This design comes from an exercise in tuning for small area, a short achievable clock period and few clock cycles per item on the open sky130 flow, not from production work. In this exercise RTL edits were held to simulation tests only and were not proved equivalent to the original.

==> run a: inputs <==
// rgba_source_over_blend
module rgba_source_over_blend (
  input  logic        clk,
  input  logic        rst,
  input  logic        s_tvalid,
  output logic        s_tready,
  input  logic [63:0] s_tdata,
  output logic        m_tvalid,
  input  logic        m_tready,
  output logic [31:0] m_tdata
);
  logic go;
  logic sv;
  logic [31:0] skid;
  logic [31:0] res;
  logic res_v;
  assign s_tready = go;
  logic [63:0] in_q;
  logic        v0;
  always_ff @(posedge clk) begin
    if (rst) v0 <= 1'b0;
    else if (go) v0 <= s_tvalid;
  end
  always_ff @(posedge clk) if (go) in_q <= s_tdata;
  logic [7:0]  fa, ba, inv;
  logic        fz;
  logic [15:0] bp;
  assign fa  = in_q[31:24];
  assign ba  = in_q[63:56];
  assign inv = ~fa;
  assign fz  = (fa == 8'd0);
  assign bp  = ba * inv;
  logic [7:0]  fa1;
  logic [15:0] b1;
  logic        v1;
  logic [2:0]  n1;
  logic [7:0]  m1 [3];
  logic [7:0]  bc1 [3];
  always_ff @(posedge clk) begin
    if (rst) v1 <= 1'b0;
    else if (go) v1 <= v0;
  end
  always_ff @(posedge clk) if (go) begin
    fa1 <= fa;
    b1  <= {bp[15:1], bp[0] | fz};
  end
  for (genvar c = 0; c < 3; c++) begin : g_s1
    logic [7:0] fc, bc;
    logic [8:0] df;
    logic [7:0] dn;
    assign fc = in_q[8*c +: 8];
    assign bc = in_q[32 + 8*c +: 8];
    assign df = {1'b0, fc} - {1'b0, bc};
    assign dn = bc - fc;
    always_ff @(posedge clk) if (go) begin
      n1[c]  <= df[8];
      m1[c]  <= df[8] ? dn : df[7:0];
      bc1[c] <= bc;
    end
  end
  logic [15:0] d2;
  logic        v2;
  logic [15:0] p2 [3];
  logic [2:0]  n2;
  logic [7:0]  bc2 [3];
  always_ff @(posedge clk) begin
    if (rst) v2 <= 1'b0;
    else if (go) v2 <= v1;
  end
  always_ff @(posedge clk) if (go) d2 <= ({fa1, 8'd0} - {8'd0, fa1}) + b1;
  for (genvar c = 0; c < 3; c++) begin : g_s2
    logic [15:0] p;
    assign p = fa1 * m1[c];
    always_ff @(posedge clk) if (go) begin
      p2[c]  <= p;
      n2[c]  <= n1[c];
      bc2[c] <= bc1[c];
    end
  end
  logic [24:0] x_0;
  assign x_0 = {p2[0], 9'd0} - {8'd0, p2[0], 1'b0};
  logic [24:0] x_1;
  assign x_1 = {p2[1], 9'd0} - {8'd0, p2[1], 1'b0};
  logic [24:0] x_2;
  assign x_2 = {p2[2], 9'd0} - {8'd0, p2[2], 1'b0};
  logic v3;
  logic [15:0] d3;
  always_ff @(posedge clk) begin
  ...
clock: 10.0 ns
lec_check: 0
abc_area: 1
cap_margin: 20
core_margin: 2
core_utilization: 40
slew_margin: 20
run.sh (not shown) runs the stock make flow with config.mk's settings and CLKGATE_MAP_FILE= SYNTH_SCRIPT=/design/flow/synth_recipe.tcl, a recipe that flattens the netlist after the stock synthesis.
==> inputs of run b, as changes to run a <==
- ABC_AREA: 1 -> default
==> notes <==
Of run a and run b, run a has the higher synthesized area (gap about 14%, measured against run b).
In run a the clock skew is lower than in run b, by 0.028 ns.
In run b the register-to-register slack is worse than in run a, by 0.30 ns.
Of run b and run a, run b has the higher sequential share of layout area (gap 4.1 points).
Against run b, the core utilization of run a is lower by 0.78 points.
Testbench counts of run a, summed over its fixed seeds: cycles 12,072, items 12,000.
Testbench counts of run b, summed over its fixed seeds: cycles 12,072, items 12,000.

* * *

==> v11: inputs <==
Another version of the RTL of rgba_source_over_blend (not shown whole).
clock: 10.0 ns
lec_check: 0
cap_margin: 20
core_margin: 2
core_utilization: 40
setup_slack_margin: 5
slew_margin: 20
==> v24: changes against v11 <==
--- a/flow/design.v
+++ b/flow/design.v
@@ -10,15 +10,14 @@
   output logic        m_tvalid,
   input  logic        m_tready,
   output logic [31:0] m_tdata
 );
   logic go;
-  logic sv;
-  logic [31:0] skid;
   logic [31:0] res;
   logic res_v;
-  assign s_tready = ~(m_tvalid & sv);
+  assign go = ~m_tvalid | m_tready;
+  assign s_tready = go;
   logic [7:0]  fa, ba;
   logic [7:0]  m0 [3];
   logic [2:0]  n0;
   logic [7:0]  bc0 [3];
   logic        v0;
@@ -3937,32 +3936,11 @@
   assign s0_2 = bc6_2 + (qf_2[8:1] ^ {8{n6_2}});
   assign s1_2 = s0_2 + 8'd1;
   assign res[23:16] = cf_2 ? s1_2 : s0_2;
   assign res[31:24] = alpha;
   assign res_v = v6;
-  logic push, pop, ld_head;
-  assign push    = go & res_v;
-  assign pop     = m_tvalid & m_tready;
-  assign ld_head = pop | ~m_tvalid;
   always_ff @(posedge clk) begin
-    if (rst) begin
-      m_tvalid <= 1'b0;
-      sv       <= 1'b0;
-      go       <= 1'b1;
-    end else begin
-      if (ld_head) begin
-        m_tvalid <= sv | push;
-        sv       <= sv & push;
-        go       <= ~(sv & push);
-      end else begin
-        sv       <= sv | push;
-        go       <= ~(sv | push);
-      end
-    end
-  end
-  always_ff @(posedge clk) begin
-    if (ld_head) m_tdata <= sv ? skid : res;
-  end
-  always_ff @(posedge clk) begin
-    if (push & ~(ld_head & ~sv)) skid <= res;
+    if (rst) m_tvalid <= 1'b0;
+    else if (go) m_tvalid <= res_v;
   end
+  always_ff @(posedge clk) if (go) m_tdata <= res;
 endmodule
ABC_AREA = 1   (was unset)
==> v9: changes against v11 <==
--- a/flow/design.v
+++ b/flow/design.v
@@ -14,11 +14,11 @@
   logic go;
   logic sv;
   logic [31:0] skid;
   logic [31:0] res;
   logic res_v;
-  assign s_tready = ~(m_tvalid & sv);
+  assign s_tready = go;
   logic [7:0]  fa, ba;
   logic [7:0]  m0 [3];
   logic [2:0]  n0;
   logic [7:0]  bc0 [3];
   logic        v0;
@@ -36,15 +36,13 @@
     logic [7:0] dn;
     assign fc = s_tdata[8*c +: 8];
     assign bc = s_tdata[32 + 8*c +: 8];
     assign df = {1'b0, fc} - {1'b0, bc};
     assign dn = bc - fc;
-    logic [7:0] m;
-    assign m = df[8] ? dn : df[7:0];
     always_ff @(posedge clk) if (go) begin
       n0[c]  <= df[8];
-      m0[c]  <= m;
+      m0[c]  <= df[8] ? dn : df[7:0];
       bc0[c] <= bc;
     end
   end
   logic        dz;
   assign dz  = (fa == 8'd0) & (ba == 8'd0);
==> flow/flow/run.sh (new file) <==
#!/bin/bash
# Standard synthesis and layout (the standard.sh); the only change is a
# larger setup slack margin for the resizer's timing repair, so that it keeps
# improving the worst paths past the 10 ns constraint. Clock period, I/O
# delays and loads stay as in constraint.sdc. One log per ORFS step.
set -euo pipefail
MARGIN=5.6
for t in synth floorplan place cts route finish; do
  bash standard.sh SETUP_SLACK_MARGIN=$MARGIN $t > flow_$t.log 2>&1
done
==> flow/standard.sh (new file) <==
#!/bin/bash
# synth_recipe.tcl (not shown) runs the flow's synth.tcl, then flattens the netlist and writes it again
# the make line also repeats each setting of config.mk as NAME=value (left out here)
make -C /OpenROAD-flow-scripts/flow DESIGN_CONFIG=/design/flow/config.mk WORK_HOME=/design/flow/orfs CLKGATE_MAP_FILE= SYNTH_SCRIPT=/design/flow/synth_recipe.tcl "${@:-finish}"
ABC_AREA = 1   (was unset)
SETUP_SLACK_MARGIN = unset   (was 5)
removed: flow/run.sh
==> v35: changes against v11 <==
ABC_AREA = 1   (was unset)
==> results.txt <==
Routing
The met1 wire length is 71800 um.

Critical path
At the worst endpoint, the required time is 10.40 ns. The slowest stage of the critical path belongs to the cell sky130_fd_sc_hd__edfxtp_1.

STA
The transition time at the pin with the least slew margin is 0.955 ns.

Status
The flow ran to the end and the layout has no timing, DRC or antenna violations.
The numbers above come from v35.

==> results.txt <==
Critical path
The slowest library cell on the worst path is sky130_fd_sc_hd__fa_1. For the worst setup path, the data required time is 10.42 ns. The capturing point of the worst reg2reg path is d2[12].

Status
The flow ran to the end and the layout has no timing, DRC or antenna violations.

Routing
For this block, wires on met1 add up to 76100 um.

STA
The transition time at the pin with the least slew margin is 1.04 ns.
The numbers above come from v9.

==> results.txt <==
Status
The flow ran to the end and the layout has no timing, DRC or antenna violations.

Critical path
STA puts the critical path data required time at 8.00 ns. The largest individual stage delay along the critical path comes from the cell sky130_fd_sc_hd__clkdlybuf4s50_1.

Global routing
Entering global routing, the biggest net connects 194 pins.

Min path
For hold timing, the worst endpoint is q5_0[4].

STA
At the pin with the least slew margin, the transition time is 1.05 ns.

Cells and area
Measured on the finished design, the core utilization comes to 44.8%.

Routing
After detailed routing, the wire length on met1 is 68700 um.
The numbers above come from v24.

==> results.txt <==
Status
The flow ran to the end and the layout has no timing, DRC or antenna violations.

Synthesis
The simple-gate area share of the yosys netlist is 11.9%.

Clock tree
The maximum buffer depth of the clock tree is 3. The clock root buffer is sky130_fd_sc_hd__clkbuf_16.

Routing
After detailed routing, the wire length on met1 is 68500 um. The topmost layer with routed signal wires is met5.

Critical path
Data on the critical path is required at its endpoint by 10.44 ns. The largest individual stage delay along the critical path comes from the cell sky130_fd_sc_hd__o41a_1.

STA
The transition time at the pin with the least slew margin is 1.09 ns.
The numbers above come from v11.

Testbench counts of v11, summed over its fixed seeds: cycles 12,056, items 12,000.
Testbench counts of v24, summed over its fixed seeds: cycles 12,056, items 12,000.
Testbench counts of v9, summed over its fixed seeds: cycles 12,056, items 12,000.
Testbench counts of v35, summed over its fixed seeds: cycles 12,056, items 12,000.

* * *

==> job 2113: inputs <==
rgba_source_over_blend, a different RTL version from the one above (not shown whole).
Settings: LEC_CHECK=0, ABC_AREA=1, CAP_MARGIN=0, CORE_MARGIN=2, CORE_UTILIZATION=40, CTS_BUF_LIST=sky130_fd_sc_hd__clkbuf_4 sky130_fd_sc_hd__clkbuf_8, PLACE_DENSITY=0.75, SETUP_SLACK_MARGIN=5, SLEW_MARGIN=0; clock period 10.0 ns.
Stock flow here: none of the scripts above is used.
==> job 7882: changes against job 2113 <==
--- a/flow/design.v
+++ b/flow/design.v
@@ -8,19 +8,18 @@
   output logic        s_tready,
   input  logic [63:0] s_tdata,
   output logic        m_tvalid,
   input  logic        m_tready,
   output logic [31:0] m_tdata
 );
   logic go;
-  logic sv;
-  logic [31:0] skid;
   logic [31:0] res;
   logic res_v;
-  assign s_tready = ~(m_tvalid & sv);
+  assign go = ~m_tvalid | m_tready;
+  assign s_tready = go;
   logic [7:0]  fa, ba;
   logic [7:0]  m0 [3];
   logic [2:0]  n0;
   logic [7:0]  bc0 [3];
   logic        v0;
   always_ff @(posedge clk) begin
     if (rst) v0 <= 1'b0;
@@ -3291,34 +3290,13 @@
   assign cf_2 = (qf_2[0] & (~n6_2 | (ro1_2 != {1'b0, d6}))) ^ n6_2;
   logic [7:0] s0_2, s1_2;
   assign s0_2 = bc6_2 + (qf_2[8:1] ^ {8{n6_2}});
   assign s1_2 = s0_2 + 8'd1;
   assign res[23:16] = cf_2 ? s1_2 : s0_2;
   assign res[31:24] = alpha;
   assign res_v = v6;
-  logic push, pop, ld_head;
-  assign push    = go & res_v;
-  assign pop     = m_tvalid & m_tready;
-  assign ld_head = pop | ~m_tvalid;
   always_ff @(posedge clk) begin
-    if (rst) begin
-      m_tvalid <= 1'b0;
-      sv       <= 1'b0;
-      go       <= 1'b1;
-    end else begin
-      if (ld_head) begin
-        m_tvalid <= sv | push;
-        sv       <= sv & push;
-        go       <= ~(sv & push);
-      end else begin
-        sv       <= sv | push;
-        go       <= ~(sv | push);
-      end
-    end
-  end
-  always_ff @(posedge clk) begin
-    if (ld_head) m_tdata <= sv ? skid : res;
-  end
-  always_ff @(posedge clk) begin
-    if (push & ~(ld_head & ~sv)) skid <= res;
+    if (rst) m_tvalid <= 1'b0;
+    else if (go) m_tvalid <= res_v;
   end
+  always_ff @(posedge clk) if (go) m_tdata <= res;
 endmodule
==> flow/flow/run.sh (new file) <==
#!/bin/bash
# Standard synthesis and layout (the standard.sh); the only change is a
# larger setup slack margin for the resizer's timing repair, so that it keeps
# improving the worst paths past the 10 ns constraint. Clock period, I/O
# delays and loads stay as in constraint.sdc. One log per ORFS step.
set -euo pipefail
MARGIN=5.4
for t in synth floorplan place cts route finish; do
  bash standard.sh SETUP_SLACK_MARGIN=$MARGIN $t > flow_$t.log 2>&1
done
==> flow/standard.sh (new file) <==
#!/bin/bash
# synth_recipe.tcl (not shown) runs the flow's synth.tcl, then flattens the netlist and writes it again
# the make line also repeats each setting of config.mk as NAME=value (left out here)
make -C /OpenROAD-flow-scripts/flow DESIGN_CONFIG=/design/flow/config.mk WORK_HOME=/design/flow/orfs CLKGATE_MAP_FILE= SYNTH_SCRIPT=/design/flow/synth_recipe.tcl "${@:-finish}"
- SETUP_SLACK_MARGIN: 5 -> unset
removed: flow/run.sh
==> job 3449: changes against job 2113 <==
--- a/flow/design.v
+++ b/flow/design.v
@@ -8,19 +8,18 @@
   output logic        s_tready,
   input  logic [63:0] s_tdata,
   output logic        m_tvalid,
   input  logic        m_tready,
   output logic [31:0] m_tdata
 );
   logic go;
-  logic sv;
-  logic [31:0] skid;
   logic [31:0] res;
   logic res_v;
-  assign s_tready = ~(m_tvalid & sv);
+  assign go = ~m_tvalid | m_tready;
+  assign s_tready = go;
   logic [7:0]  fa, ba;
   logic [7:0]  m0 [3];
   logic [2:0]  n0;
   logic [7:0]  bc0 [3];
   logic        v0;
   always_ff @(posedge clk) begin
     if (rst) v0 <= 1'b0;
@@ -3291,34 +3290,13 @@
   assign cf_2 = (qf_2[0] & (~n6_2 | (ro1_2 != {1'b0, d6}))) ^ n6_2;
   logic [7:0] s0_2, s1_2;
   assign s0_2 = bc6_2 + (qf_2[8:1] ^ {8{n6_2}});
   assign s1_2 = s0_2 + 8'd1;
   assign res[23:16] = cf_2 ? s1_2 : s0_2;
   assign res[31:24] = alpha;
   assign res_v = v6;
-  logic push, pop, ld_head;
-  assign push    = go & res_v;
-  assign pop     = m_tvalid & m_tready;
-  assign ld_head = pop | ~m_tvalid;
   always_ff @(posedge clk) begin
-    if (rst) begin
-      m_tvalid <= 1'b0;
-      sv       <= 1'b0;
-      go       <= 1'b1;
-    end else begin
-      if (ld_head) begin
-        m_tvalid <= sv | push;
-        sv       <= sv & push;
-        go       <= ~(sv & push);
-      end else begin
-        sv       <= sv | push;
-        go       <= ~(sv | push);
-      end
-    end
-  end
-  always_ff @(posedge clk) begin
-    if (ld_head) m_tdata <= sv ? skid : res;
-  end
-  always_ff @(posedge clk) begin
-    if (push & ~(ld_head & ~sv)) skid <= res;
+    if (rst) m_tvalid <= 1'b0;
+    else if (go) m_tvalid <= res_v;
   end
+  always_ff @(posedge clk) if (go) m_tdata <= res;
 endmodule
==> comparison <==
Against job 7882, the global-route usage of job 2113 is higher by 0.48 points.
Synthesized cell count is the same in job 7882 and job 3449.
In job 2113 the die area is lower than in job 3449, by 0.45%.
Testbench counts of job 2113, summed over its fixed seeds: cycles 12,056, items 12,000.
Testbench counts of job 7882, summed over its fixed seeds: cycles 12,056, items 12,000.
Testbench counts of job 3449, summed over its fixed seeds: cycles 12,056, items 12,000.

[static timing again, ports no longer ideal]
How much do the figures lean on ideal ports? The routed layouts below were timed once more, with nothing changed but the port constraints. Step 1 sets driving cells, clkbuf_16 on the clock port and buf_2 on the other inputs (assumed; they add their load-dependent delay and slew). Step 2 also shifts input and output timing later by t, the mid clock arrival at the registers, as if the neighbouring blocks saw the same clock. a / b / c = ideal / step 1 / step 2; a / b = the first two.
run | t (ns) | setup WS [ns] | hold slack, ns | slew at the worst register clock pin (ns) | pins driven straight from the clock port
run a | 0.790 | 3.415 / 3.415 / 3.415 | 0.396 / 0.396 / 0.396 | 0.07 / 0.07 | 1
run b | 0.783 | 3.113 / 3.113 / 3.113 | 0.371 / 0.371 / 0.371 | 0.07 / 0.07 | 1
v11 | 0.750 | 4.653 / 4.653 / 4.491 | 0.407 / 0.407 / 0.407 | 0.07 / 0.07 | 1
v24 | 0.764 | 5.054 / 5.033 / 4.928 | 0.414 / 0.414 / 0.414 | 0.07 / 0.07 | 1
v9 | 0.769 | 5.577 / 5.577 / 5.220 | 0.398 / 0.398 / 0.398 | 0.07 / 0.07 | 1
v35 | 0.766 | 5.229 / 5.229 / 5.012 | 0.401 / 0.401 / 0.401 | 0.07 / 0.07 | 1
job 2113 | 0.902 | 5.192 / 5.192 / 5.152 | 0.409 / 0.409 / 0.409 | 0.08 / 0.08 | 1
job 7882 | 0.900 | 5.355 / 5.322 / 4.978 | 0.402 / 0.402 / 0.402 | 0.07 / 0.07 | 1
job 3449 | 0.910 | 5.227 / 5.208 / 4.931 | 0.400 / 0.400 / 0.400 | 0.07 / 0.07 | 1
After both steps every run listed still meets setup and hold. The setup slack of job 7882, which loses most, moves by -0.033 ns with the drivers and by -0.377 ns with both steps.
